Background: an optimization exercise with open tools, aiming at small area, a short achievable clock period and few clock cycles per item. Do not read the settings as production practice. The RTL was checked by simulation tests, not by an equivalence proof against the original design.

==> inputs of v11 <==
// combinatorial_sequence_generator
module combinatorial_sequence_generator
#(
    parameter int MAX_ITEMS = csg_pkg::MAX_ITEMS_DEF,
    parameter int MAX_PICKS = csg_pkg::MAX_PICKS_DEF
) (
    input  logic        aclk,
    input  logic        aresetn,
    input  logic        cfg_we,
    input  logic [1:0]  cfg_index,
    input  logic [4:0]  cfg_data,
    input  logic        s_tvalid,
    output logic        s_tready,
    input  logic [39:0] s_tdata,    
    output logic        m_tvalid,
    input  logic        m_tready,
    output logic [39:0] m_tdata,    
    output logic        m_tlast,
    output logic [1:0]  m_tuser     
);
make LEC_CHECK=0 CAP_MARGIN=20 CORE_MARGIN=2 CORE_UTILIZATION=40 SLEW_MARGIN=20 finish   # period 9.0 ns
run.sh (not shown) runs the stock make flow with config.mk's settings and CLKGATE_MAP_FILE= SYNTH_SCRIPT=/design/flow/synth_recipe.tcl, a recipe that flattens the netlist after the stock synthesis.
==> inputs of v23, as changes to v11 <==
--- a/flow/design.v
+++ b/flow/design.v
@@ -29,11 +29,11 @@
     input  logic        aclk,
     input  logic        aresetn,
     input  logic        init,        
     input  logic        adv,         
     input  logic [1:0]  mode,
-    input  logic [3:0]  k,
+    input  logic [7:0]  kmask,       
     input  logic [3:0]  nm1,         
     output logic        wrap,        
     output logic        busy,        
     input  logic [2:0]  rd_sel,
     output logic [3:0]  rd_pos,
@@ -41,26 +41,24 @@
     input  logic [3:0]  chk_idx,
     output logic        chk_hit      
 );
     logic [3:0] pos [8];
     logic [7:0] dir;
-    logic [2:0] mob;
+    logic [7:0] mob;         
     logic       mob_none;
-    logic [2:0] maxs;        
+    logic [7:0] maxs;        
     logic [7:0] fp;          
     logic       srch1, srch2;
     logic       cpend;       
     logic       wrap_q;
     logic [7:0] cand;
-    logic [7:0] kmask, lastk;
+    logic [7:0] lastk;       
+    logic       k_lt2, k_eq2;
     logic       comblike, perm, words;
-    always_comb begin
-        for (int i = 0; i < 8; i++) begin
-            kmask[i] = 4'(i) < k;
-            lastk[i] = 4'(i + 1) == k;
-        end
-    end
+    assign lastk = kmask & ~{1'b0, kmask[7:1]};
+    assign k_lt2 = !kmask[1];
+    assign k_eq2 = kmask[1] && !kmask[2];
     assign comblike = mode == MODE_PERM || mode == MODE_COMB;
     assign perm     = mode == MODE_PERM;
     assign words    = mode == MODE_WORDS;
     assign rd_pos = pos[rd_sel];
     always_comb begin
@@ -72,28 +70,27 @@
     logic [3:0] pinc [8];
     always_comb begin
         for (int i = 0; i < 8; i++) pinc[i] = pos[i] + 4'd1;
     end
     logic       pfin;
-    logic [7:0] mob_oh;
     logic       dm;
     logic [3:0] moved;
-    logic [2:0] tgtb;
+    logic [7:0] tgt;
     logic       atend;
     logic [3:0] ppos [8];
     logic [7:0] pdir;
-    assign pfin = (k < 4'd2) || mob_none;
+    assign pfin = k_lt2 || mob_none;
     always_comb begin
-        mob_oh = 8'd1 << mob;
-        dm     = dir[mob];
-        moved  = pos[mob];
-        tgtb   = dm ? mob + 3'd1 : mob - 3'd1;
-        atend  = dm ? (4'(tgtb) + 4'd1 == k) : (tgtb == 3'd0);
+        dm     = |(mob & dir);
+        moved  = '0;
+        for (int i = 0; i < 8; i++) moved = moved | (mob[i] ? pos[i] : 4'd0);
+        tgt    = dm ? {mob[6:0], 1'b0} : {1'b0, mob[7:1]};
+        atend  = dm ? |(tgt & lastk) : tgt[0];
         for (int i = 0; i < 8; i++) begin
             logic is_m, is_t;
-            is_m = mob_oh[i];
-            is_t = dm ? mob_oh[(i + 7) % 8] : mob_oh[(i + 1) % 8];
+            is_m = mob[i];
+            is_t = tgt[i];
             if (is_m) begin
                 ppos[i] = dm ? pos[(i + 1) % 8] : pos[(i + 7) % 8];
                 pdir[i] = dm ? dir[(i + 1) % 8] : dir[(i + 7) % 8];
             end else if (is_t) begin
                 ppos[i] = moved;
@@ -143,11 +140,10 @@
     end
     assign wrap = wrap_q;
     assign busy = cpend;
     logic [6:0] gtn;
     logic [7:0] mobile, c1a, c1b, c2a, c2b;
-    logic [2:0] smob;
     always_comb begin
         for (int i = 0; i < 7; i++) gtn[i] = pos[i] > pos[i + 1];
         for (int i = 0; i < 8; i++) begin
             logic gtl, gtr;
             gtr = (i < 7) ? (kmask[(i + 1) % 8] && gtn[i % 7]) : 1'b0;
@@ -156,31 +152,29 @@
         end
         for (int i = 0; i < 8; i++) c1a[i] = mobile[i] && (pos[i][3] || !(|(mobile & {pos[7][3], pos[6][3], pos[5][3], pos[4][3], pos[3][3], pos[2][3], pos[1][3], pos[0][3]})));
         for (int i = 0; i < 8; i++) c1b[i] = c1a[i] && (pos[i][2] || !(|(c1a & {pos[7][2], pos[6][2], pos[5][2], pos[4][2], pos[3][2], pos[2][2], pos[1][2], pos[0][2]})));
         for (int i = 0; i < 8; i++) c2a[i] = cand[i] && (pos[i][1] || !(|(cand & {pos[7][1], pos[6][1], pos[5][1], pos[4][1], pos[3][1], pos[2][1], pos[1][1], pos[0][1]})));
         for (int i = 0; i < 8; i++) c2b[i] = c2a[i] && (pos[i][0] || !(|(c2a & {pos[7][0], pos[6][0], pos[5][0], pos[4][0], pos[3][0], pos[2][0], pos[1][0], pos[0][0]})));
-        smob = '0;
-        for (int i = 0; i < 8; i++) if (c2b[i]) smob = smob | 3'(i);
     end
     always_ff @(posedge aclk) begin
         if (!aresetn) begin
             for (int i = 0; i < 8; i++) pos[i] <= '0;
             dir      <= '0;
-            mob      <= '0;
+            mob      <= 8'd1;
             mob_none <= 1'b0;
-            maxs     <= '0;
+            maxs     <= 8'd1;
             fp       <= '0;
             srch1    <= 1'b0;
             srch2    <= 1'b0;
             cpend    <= 1'b0;
             wrap_q   <= 1'b0;
         end else if (init) begin
             for (int i = 0; i < 8; i++) pos[i] <= (comblike && kmask[i]) ? 4'(i) : 4'd0;
             dir      <= '0;
-            mob      <= 3'(k - 4'd1);
+            mob      <= lastk;
             mob_none <= 1'b0;
-            maxs     <= 3'(k - 4'd1);
+            maxs     <= lastk;
             fp       <= '0;
             srch1    <= 1'b0;
             srch2    <= 1'b0;
             cpend    <= 1'b0;
             wrap_q   <= 1'b0;
@@ -189,32 +183,32 @@
             dir    <= pdir;
             fp     <= '0;
             srch1  <= 1'b0;
             srch2  <= 1'b0;
             wrap_q <= 1'b0;
-            if (mob == maxs) begin
-                maxs <= tgtb;
-                if (!atend) mob <= tgtb;
-                else if (k == 4'd2) mob_none <= 1'b1;
+            if (|(mob & maxs)) begin
+                maxs <= tgt;
+                if (!atend) mob <= tgt;
+                else if (k_eq2) mob_none <= 1'b1;
                 else srch1 <= 1'b1;
             end else begin
                 mob <= maxs;
             end
-        end else if (adv && perm && k >= 4'd2) begin
+        end else if (adv && perm && !k_lt2) begin
             pos[0] <= pos[1];
             pos[1] <= pos[0];
             fp     <= '0;
             srch1  <= 1'b0;
             srch2  <= 1'b0;
             cpend  <= 1'b1;
         end else if (adv || cpend) begin
             for (int i = 0; i < 8; i++) pos[i] <= npos[i];
             fp       <= nfp;
             dir      <= '0;
-            mob      <= 3'(k - 4'd1);
+            mob      <= lastk;
             mob_none <= 1'b0;
-            maxs     <= 3'(k - 4'd1);
+            maxs     <= lastk;
             srch1    <= 1'b0;
             srch2    <= 1'b0;
             cpend    <= 1'b0;
             wrap_q   <= wrapc;
         end else begin
@@ -224,11 +218,11 @@
             fp[0] <= 1'b0;
             srch1 <= 1'b0;
             srch2 <= srch1;
             if (srch1) cand <= c1b;
             if (srch2) begin
-                mob      <= smob;
+                mob      <= c2b;
                 mob_none <= ~|cand;
             end
         end
     end
 endmodule
@@ -257,25 +251,30 @@
     logic [3:0]  picks_reg;
     logic        cfg_dirty;     
     logic        cfg_ok;        
     logic [3:0]  nm1_reg;       
     logic [2:0]  km1;
+    logic [7:0]  kmask_reg;     
     assign km1 = 3'(picks_reg - 4'd1);
     always_ff @(posedge aclk) begin
         if (!aresetn) begin
             mode_reg  <= MODE_WORDS;
             items_reg <= 5'd2;
             picks_reg <= 4'd1;
             cfg_dirty <= 1'b0;
             cfg_ok    <= 1'b1;
             nm1_reg   <= 4'd1;
+            kmask_reg <= 8'd1;
         end else begin
             if (cfg_we) begin
                 unique case (cfg_index)
                     CFG_MODE:  mode_reg  <= cfg_data[1:0];
                     CFG_ITEMS: items_reg <= cfg_data;
-                    CFG_PICKS: picks_reg <= cfg_data[3:0];
+                    CFG_PICKS: begin
+                        picks_reg <= cfg_data[3:0];
+                        for (int i = 0; i < 8; i++) kmask_reg[i] <= 4'(i) < cfg_data[3:0];
+                    end
                     default: ;
                 endcase
             end
             cfg_dirty <= cfg_we && cfg_index != 2'd3;
             if (cfg_dirty) begin
@@ -367,18 +366,23 @@
     end
     csg_engine #(.MAX_ITEMS(MAX_ITEMS), .MAX_PICKS(MAX_PICKS)) u_engine (
         .aclk(aclk), .aresetn(aresetn),
         .init(cfg_dirty || (step_fire && is_rst)),
         .adv(step_fire && !is_rst),
-        .mode(mode_reg), .k(picks_reg), .nm1(nm1_reg),
+        .mode(mode_reg), .kmask(kmask_reg), .nm1(nm1_reg),
         .wrap(eng_wrap), .busy(eng_busy),
         .rd_sel(cnt), .rd_pos(rd_pos),
         .chk_en(emitting), .chk_idx(in_idx), .chk_hit(chk_hit)
     );
     always_ff @(posedge aclk) begin
         if (rdy_q) in_data <= s_tdata[37:6];
-        if (in_v && !fire) begin
+        if (!aresetn) begin
+            if (!(in_v && is_wr && !wr_fire)) begin
+                in_type <= q2_type;
+                in_idx  <= q2_idx;
+            end
+        end else if (in_v && !fire) begin
             if (!q2_v) begin
                 q2_type <= s_tdata[1:0];
                 q2_idx  <= s_tdata[5:2];
             end
         end else if (q2_v) begin
@@ -390,12 +394,11 @@
             in_type <= s_tdata[1:0];
             in_idx  <= s_tdata[5:2];
         end
     end
     always_ff @(posedge aclk) begin
-        if (wr_fire || (!aresetn && in_v && is_wr)) vtab[in_idx] <= in_data;
-        else if (!aresetn && q2_v && q2_type == REQ_WRITE) vtab[q2_idx] <= in_data;
+        if (wr_fire) vtab[in_idx] <= in_data;
     end
     always_ff @(posedge aclk) begin
         if (pop) begin
             res_pos  <= p0idx;
             res_val  <= p0err ? 32'd0 : vtab[p0idx];
@@ -421,12 +424,12 @@
             p1err  <= n_err;
         end
     end
     always_ff @(posedge aclk) begin
         if (!aresetn) begin
-            rdy_q    <= 1'b1;
-            in_v     <= 1'b0;
+            rdy_q    <= 1'b0;
+            in_v     <= (in_v && is_wr && !wr_fire) || (q2_v && q2_type == REQ_WRITE);
             q2_v     <= 1'b0;
             wr_ok    <= 1'b0;
             m_tvalid <= 1'b0;
             emitting <= 1'b0;
             err_pend <= 1'b0;
==> flow/flow/run.sh (new file) <==
#!/bin/bash
set -e
cd "$(dirname "$0")/.."
echo 'export SETUP_SLACK_MARGIN = 6' >> config.mk
bash standard.sh finish > standard_flow.log 2>&1
==> flow/standard.sh (new file) <==
#!/bin/bash
# synth_recipe.tcl (not shown) runs the flow's synth.tcl, then flattens the netlist and writes it again
# the make line also repeats each setting of config.mk as NAME=value (left out here)
make -C /OpenROAD-flow-scripts/flow DESIGN_CONFIG=/design/flow/config.mk WORK_HOME=/design/flow/orfs CLKGATE_MAP_FILE= SYNTH_SCRIPT=/design/flow/synth_recipe.tcl "${@:-finish}"
- CORE_UTILIZATION: 40 -> 65
- CTS_BUF_LIST: default -> sky130_fd_sc_hd__clkbuf_4 sky130_fd_sc_hd__clkbuf_8
- SETUP_SLACK_MARGIN: default -> 6
removed: flow/run.sh
==> inputs of v19, as changes to v11 <==
--- a/flow/design.v
+++ b/flow/design.v
@@ -29,11 +29,11 @@
     input  logic        aclk,
     input  logic        aresetn,
     input  logic        init,        
     input  logic        adv,         
     input  logic [1:0]  mode,
-    input  logic [3:0]  k,
+    input  logic [7:0]  kmask,       
     input  logic [3:0]  nm1,         
     output logic        wrap,        
     output logic        busy,        
     input  logic [2:0]  rd_sel,
     output logic [3:0]  rd_pos,
@@ -41,26 +41,24 @@
     input  logic [3:0]  chk_idx,
     output logic        chk_hit      
 );
     logic [3:0] pos [8];
     logic [7:0] dir;
-    logic [2:0] mob;
+    logic [7:0] mob;         
     logic       mob_none;
-    logic [2:0] maxs;        
+    logic [7:0] maxs;        
     logic [7:0] fp;          
     logic       srch1, srch2;
     logic       cpend;       
     logic       wrap_q;
     logic [7:0] cand;
-    logic [7:0] kmask, lastk;
+    logic [7:0] lastk;       
+    logic       k_lt2, k_eq2;
     logic       comblike, perm, words;
-    always_comb begin
-        for (int i = 0; i < 8; i++) begin
-            kmask[i] = 4'(i) < k;
-            lastk[i] = 4'(i + 1) == k;
-        end
-    end
+    assign lastk = kmask & ~{1'b0, kmask[7:1]};
+    assign k_lt2 = !kmask[1];
+    assign k_eq2 = kmask[1] && !kmask[2];
     assign comblike = mode == MODE_PERM || mode == MODE_COMB;
     assign perm     = mode == MODE_PERM;
     assign words    = mode == MODE_WORDS;
     assign rd_pos = pos[rd_sel];
     always_comb begin
@@ -72,28 +70,27 @@
     logic [3:0] pinc [8];
     always_comb begin
         for (int i = 0; i < 8; i++) pinc[i] = pos[i] + 4'd1;
     end
     logic       pfin;
-    logic [7:0] mob_oh;
     logic       dm;
     logic [3:0] moved;
-    logic [2:0] tgtb;
+    logic [7:0] tgt;
     logic       atend;
     logic [3:0] ppos [8];
     logic [7:0] pdir;
-    assign pfin = (k < 4'd2) || mob_none;
+    assign pfin = k_lt2 || mob_none;
     always_comb begin
-        mob_oh = 8'd1 << mob;
-        dm     = dir[mob];
-        moved  = pos[mob];
-        tgtb   = dm ? mob + 3'd1 : mob - 3'd1;
-        atend  = dm ? (4'(tgtb) + 4'd1 == k) : (tgtb == 3'd0);
+        dm     = |(mob & dir);
+        moved  = '0;
+        for (int i = 0; i < 8; i++) moved = moved | (mob[i] ? pos[i] : 4'd0);
+        tgt    = dm ? {mob[6:0], 1'b0} : {1'b0, mob[7:1]};
+        atend  = dm ? |(tgt & lastk) : tgt[0];
         for (int i = 0; i < 8; i++) begin
             logic is_m, is_t;
-            is_m = mob_oh[i];
-            is_t = dm ? mob_oh[(i + 7) % 8] : mob_oh[(i + 1) % 8];
+            is_m = mob[i];
+            is_t = tgt[i];
             if (is_m) begin
                 ppos[i] = dm ? pos[(i + 1) % 8] : pos[(i + 7) % 8];
                 pdir[i] = dm ? dir[(i + 1) % 8] : dir[(i + 7) % 8];
             end else if (is_t) begin
                 ppos[i] = moved;
@@ -143,11 +140,10 @@
     end
     assign wrap = wrap_q;
     assign busy = cpend;
     logic [6:0] gtn;
     logic [7:0] mobile, c1a, c1b, c2a, c2b;
-    logic [2:0] smob;
     always_comb begin
         for (int i = 0; i < 7; i++) gtn[i] = pos[i] > pos[i + 1];
         for (int i = 0; i < 8; i++) begin
             logic gtl, gtr;
             gtr = (i < 7) ? (kmask[(i + 1) % 8] && gtn[i % 7]) : 1'b0;
@@ -156,31 +152,29 @@
         end
         for (int i = 0; i < 8; i++) c1a[i] = mobile[i] && (pos[i][3] || !(|(mobile & {pos[7][3], pos[6][3], pos[5][3], pos[4][3], pos[3][3], pos[2][3], pos[1][3], pos[0][3]})));
         for (int i = 0; i < 8; i++) c1b[i] = c1a[i] && (pos[i][2] || !(|(c1a & {pos[7][2], pos[6][2], pos[5][2], pos[4][2], pos[3][2], pos[2][2], pos[1][2], pos[0][2]})));
         for (int i = 0; i < 8; i++) c2a[i] = cand[i] && (pos[i][1] || !(|(cand & {pos[7][1], pos[6][1], pos[5][1], pos[4][1], pos[3][1], pos[2][1], pos[1][1], pos[0][1]})));
         for (int i = 0; i < 8; i++) c2b[i] = c2a[i] && (pos[i][0] || !(|(c2a & {pos[7][0], pos[6][0], pos[5][0], pos[4][0], pos[3][0], pos[2][0], pos[1][0], pos[0][0]})));
-        smob = '0;
-        for (int i = 0; i < 8; i++) if (c2b[i]) smob = smob | 3'(i);
     end
     always_ff @(posedge aclk) begin
         if (!aresetn) begin
             for (int i = 0; i < 8; i++) pos[i] <= '0;
             dir      <= '0;
-            mob      <= '0;
+            mob      <= 8'd1;
             mob_none <= 1'b0;
-            maxs     <= '0;
+            maxs     <= 8'd1;
             fp       <= '0;
             srch1    <= 1'b0;
             srch2    <= 1'b0;
             cpend    <= 1'b0;
             wrap_q   <= 1'b0;
         end else if (init) begin
             for (int i = 0; i < 8; i++) pos[i] <= (comblike && kmask[i]) ? 4'(i) : 4'd0;
             dir      <= '0;
-            mob      <= 3'(k - 4'd1);
+            mob      <= lastk;
             mob_none <= 1'b0;
-            maxs     <= 3'(k - 4'd1);
+            maxs     <= lastk;
             fp       <= '0;
             srch1    <= 1'b0;
             srch2    <= 1'b0;
             cpend    <= 1'b0;
             wrap_q   <= 1'b0;
@@ -189,32 +183,32 @@
             dir    <= pdir;
             fp     <= '0;
             srch1  <= 1'b0;
             srch2  <= 1'b0;
             wrap_q <= 1'b0;
-            if (mob == maxs) begin
-                maxs <= tgtb;
-                if (!atend) mob <= tgtb;
-                else if (k == 4'd2) mob_none <= 1'b1;
+            if (|(mob & maxs)) begin
+                maxs <= tgt;
+                if (!atend) mob <= tgt;
+                else if (k_eq2) mob_none <= 1'b1;
                 else srch1 <= 1'b1;
             end else begin
                 mob <= maxs;
             end
-        end else if (adv && perm && k >= 4'd2) begin
+        end else if (adv && perm && !k_lt2) begin
             pos[0] <= pos[1];
             pos[1] <= pos[0];
             fp     <= '0;
             srch1  <= 1'b0;
             srch2  <= 1'b0;
             cpend  <= 1'b1;
         end else if (adv || cpend) begin
             for (int i = 0; i < 8; i++) pos[i] <= npos[i];
             fp       <= nfp;
             dir      <= '0;
-            mob      <= 3'(k - 4'd1);
+            mob      <= lastk;
             mob_none <= 1'b0;
-            maxs     <= 3'(k - 4'd1);
+            maxs     <= lastk;
             srch1    <= 1'b0;
             srch2    <= 1'b0;
             cpend    <= 1'b0;
             wrap_q   <= wrapc;
         end else begin
@@ -224,11 +218,11 @@
             fp[0] <= 1'b0;
             srch1 <= 1'b0;
             srch2 <= srch1;
             if (srch1) cand <= c1b;
             if (srch2) begin
-                mob      <= smob;
+                mob      <= c2b;
                 mob_none <= ~|cand;
             end
         end
     end
 endmodule
@@ -257,25 +251,30 @@
     logic [3:0]  picks_reg;
     logic        cfg_dirty;     
     logic        cfg_ok;        
     logic [3:0]  nm1_reg;       
     logic [2:0]  km1;
+    logic [7:0]  kmask_reg;     
     assign km1 = 3'(picks_reg - 4'd1);
     always_ff @(posedge aclk) begin
         if (!aresetn) begin
             mode_reg  <= MODE_WORDS;
             items_reg <= 5'd2;
             picks_reg <= 4'd1;
             cfg_dirty <= 1'b0;
             cfg_ok    <= 1'b1;
             nm1_reg   <= 4'd1;
+            kmask_reg <= 8'd1;
         end else begin
             if (cfg_we) begin
                 unique case (cfg_index)
                     CFG_MODE:  mode_reg  <= cfg_data[1:0];
                     CFG_ITEMS: items_reg <= cfg_data;
-                    CFG_PICKS: picks_reg <= cfg_data[3:0];
+                    CFG_PICKS: begin
+                        picks_reg <= cfg_data[3:0];
+                        for (int i = 0; i < 8; i++) kmask_reg[i] <= 4'(i) < cfg_data[3:0];
+                    end
                     default: ;
                 endcase
             end
             cfg_dirty <= cfg_we && cfg_index != 2'd3;
             if (cfg_dirty) begin
@@ -367,18 +366,23 @@
     end
     csg_engine #(.MAX_ITEMS(MAX_ITEMS), .MAX_PICKS(MAX_PICKS)) u_engine (
         .aclk(aclk), .aresetn(aresetn),
         .init(cfg_dirty || (step_fire && is_rst)),
         .adv(step_fire && !is_rst),
-        .mode(mode_reg), .k(picks_reg), .nm1(nm1_reg),
+        .mode(mode_reg), .kmask(kmask_reg), .nm1(nm1_reg),
         .wrap(eng_wrap), .busy(eng_busy),
         .rd_sel(cnt), .rd_pos(rd_pos),
         .chk_en(emitting), .chk_idx(in_idx), .chk_hit(chk_hit)
     );
     always_ff @(posedge aclk) begin
         if (rdy_q) in_data <= s_tdata[37:6];
-        if (in_v && !fire) begin
+        if (!aresetn) begin
+            if (!(in_v && is_wr && !wr_fire)) begin
+                in_type <= q2_type;
+                in_idx  <= q2_idx;
+            end
+        end else if (in_v && !fire) begin
             if (!q2_v) begin
                 q2_type <= s_tdata[1:0];
                 q2_idx  <= s_tdata[5:2];
             end
         end else if (q2_v) begin
@@ -390,12 +394,11 @@
             in_type <= s_tdata[1:0];
             in_idx  <= s_tdata[5:2];
         end
     end
     always_ff @(posedge aclk) begin
-        if (wr_fire || (!aresetn && in_v && is_wr)) vtab[in_idx] <= in_data;
-        else if (!aresetn && q2_v && q2_type == REQ_WRITE) vtab[q2_idx] <= in_data;
+        if (wr_fire) vtab[in_idx] <= in_data;
     end
     always_ff @(posedge aclk) begin
         if (pop) begin
             res_pos  <= p0idx;
             res_val  <= p0err ? 32'd0 : vtab[p0idx];
@@ -421,12 +424,12 @@
             p1err  <= n_err;
         end
     end
     always_ff @(posedge aclk) begin
         if (!aresetn) begin
-            rdy_q    <= 1'b1;
-            in_v     <= 1'b0;
+            rdy_q    <= 1'b0;
+            in_v     <= (in_v && is_wr && !wr_fire) || (q2_v && q2_type == REQ_WRITE);
             q2_v     <= 1'b0;
             wr_ok    <= 1'b0;
             m_tvalid <= 1'b0;
             emitting <= 1'b0;
             err_pend <= 1'b0;
- SETUP_SLACK_MARGIN: default -> 5
==> impl_metrics.toml <==
[status]
status = "timing/DRC/antenna clean"

[synth]
synth_top_cells_by_count = "edfxtp_1, nand2_1, mux4_2"
yosys-top-cells-area = "edfxtp_1, mux4_2, dfxtp_1, ha_1, xnor2_1"

[critical_path]
worstReg2RegEnd = "u_engine.cand[2]$_DFFE_PP_"
r2r_cells = 12

[drt]
drtPass1Iterations = 9

[power]
power_frac_clock = 0.327
That was v23.
==> impl_metrics.toml <==
[power]
power_frac_clock = 0.376

[status]
status = "timing/DRC/antenna clean"

[critical_path]
r2r_cells = 11

[drt]
drtPass1Iterations = 6

[synth]
yosys-top-cells-area = "edfxtp_1, mux4_2, dfxtp_1, ha_1, xnor2_1"
That was v19.
==> impl_metrics.toml <==
[drt]
top_layer = "met5"
drtPass1Iterations = 8

[power]
power_frac_clock = 0.399
seq_power_mw = 3.70

[synth]
synth_top_cells_by_count = "edfxtp_1, mux4_2, nand2_1"
yosys-top-cells-area = "edfxtp_1, mux4_2, dfxtp_1, ha_1, xnor2_1"

[critical_path]
r2r_cells = 14
worstReg2RegEnd = "u_engine.dir[2]$_SDFFE_PP0P_"

[status]
status = "timing/DRC/antenna clean"
That was v11.
Testbench counts of v11, summed over its fixed seeds: cycles 19,096, results 17,712.
Testbench counts of v23, summed over its fixed seeds: cycles 19,104, results 17,712.
Testbench counts of v19, summed over its fixed seeds: cycles 19,104, results 17,712.

[re-timing with driven ports]
No port has a modelled driver above. Below, the same layouts with a new extraction and two added sets of constraints. Step 1 assumes that a clkbuf_16 drives the clock port and a buf_2 every other input. Step 2 adds t to the input delays and takes it off the output delays; t is the mean of the earliest and latest rising clock arrival at the registers after step 1. Input paths then give back, and output paths get back, about the clock's delay inside the block. Slacks: ideal / step 1 / step 2; pairs: ideal / step 1.
run	t, ns	setup WS [ns]	worst hold slack (ns)	clock arrival spread, ns	worst register clock-pin slew, ns
v11	0.695	3.108 / 3.108 / 3.108	0.415 / 0.415 / 0.415	0.077 / 0.077	0.06 / 0.06
v23	0.781	5.736 / 5.736 / 5.195	0.434 / 0.434 / 0.434	0.039 / 0.038	0.08 / 0.08
v19	0.697	4.961 / 4.961 / 4.409	0.421 / 0.421 / 0.421	0.046 / 0.046	0.06 / 0.06
After both steps setup and hold are still met in every run listed. The setup slack of v19, which loses most, moves by 0.000 ns with the drivers and by -0.552 ns with both steps.
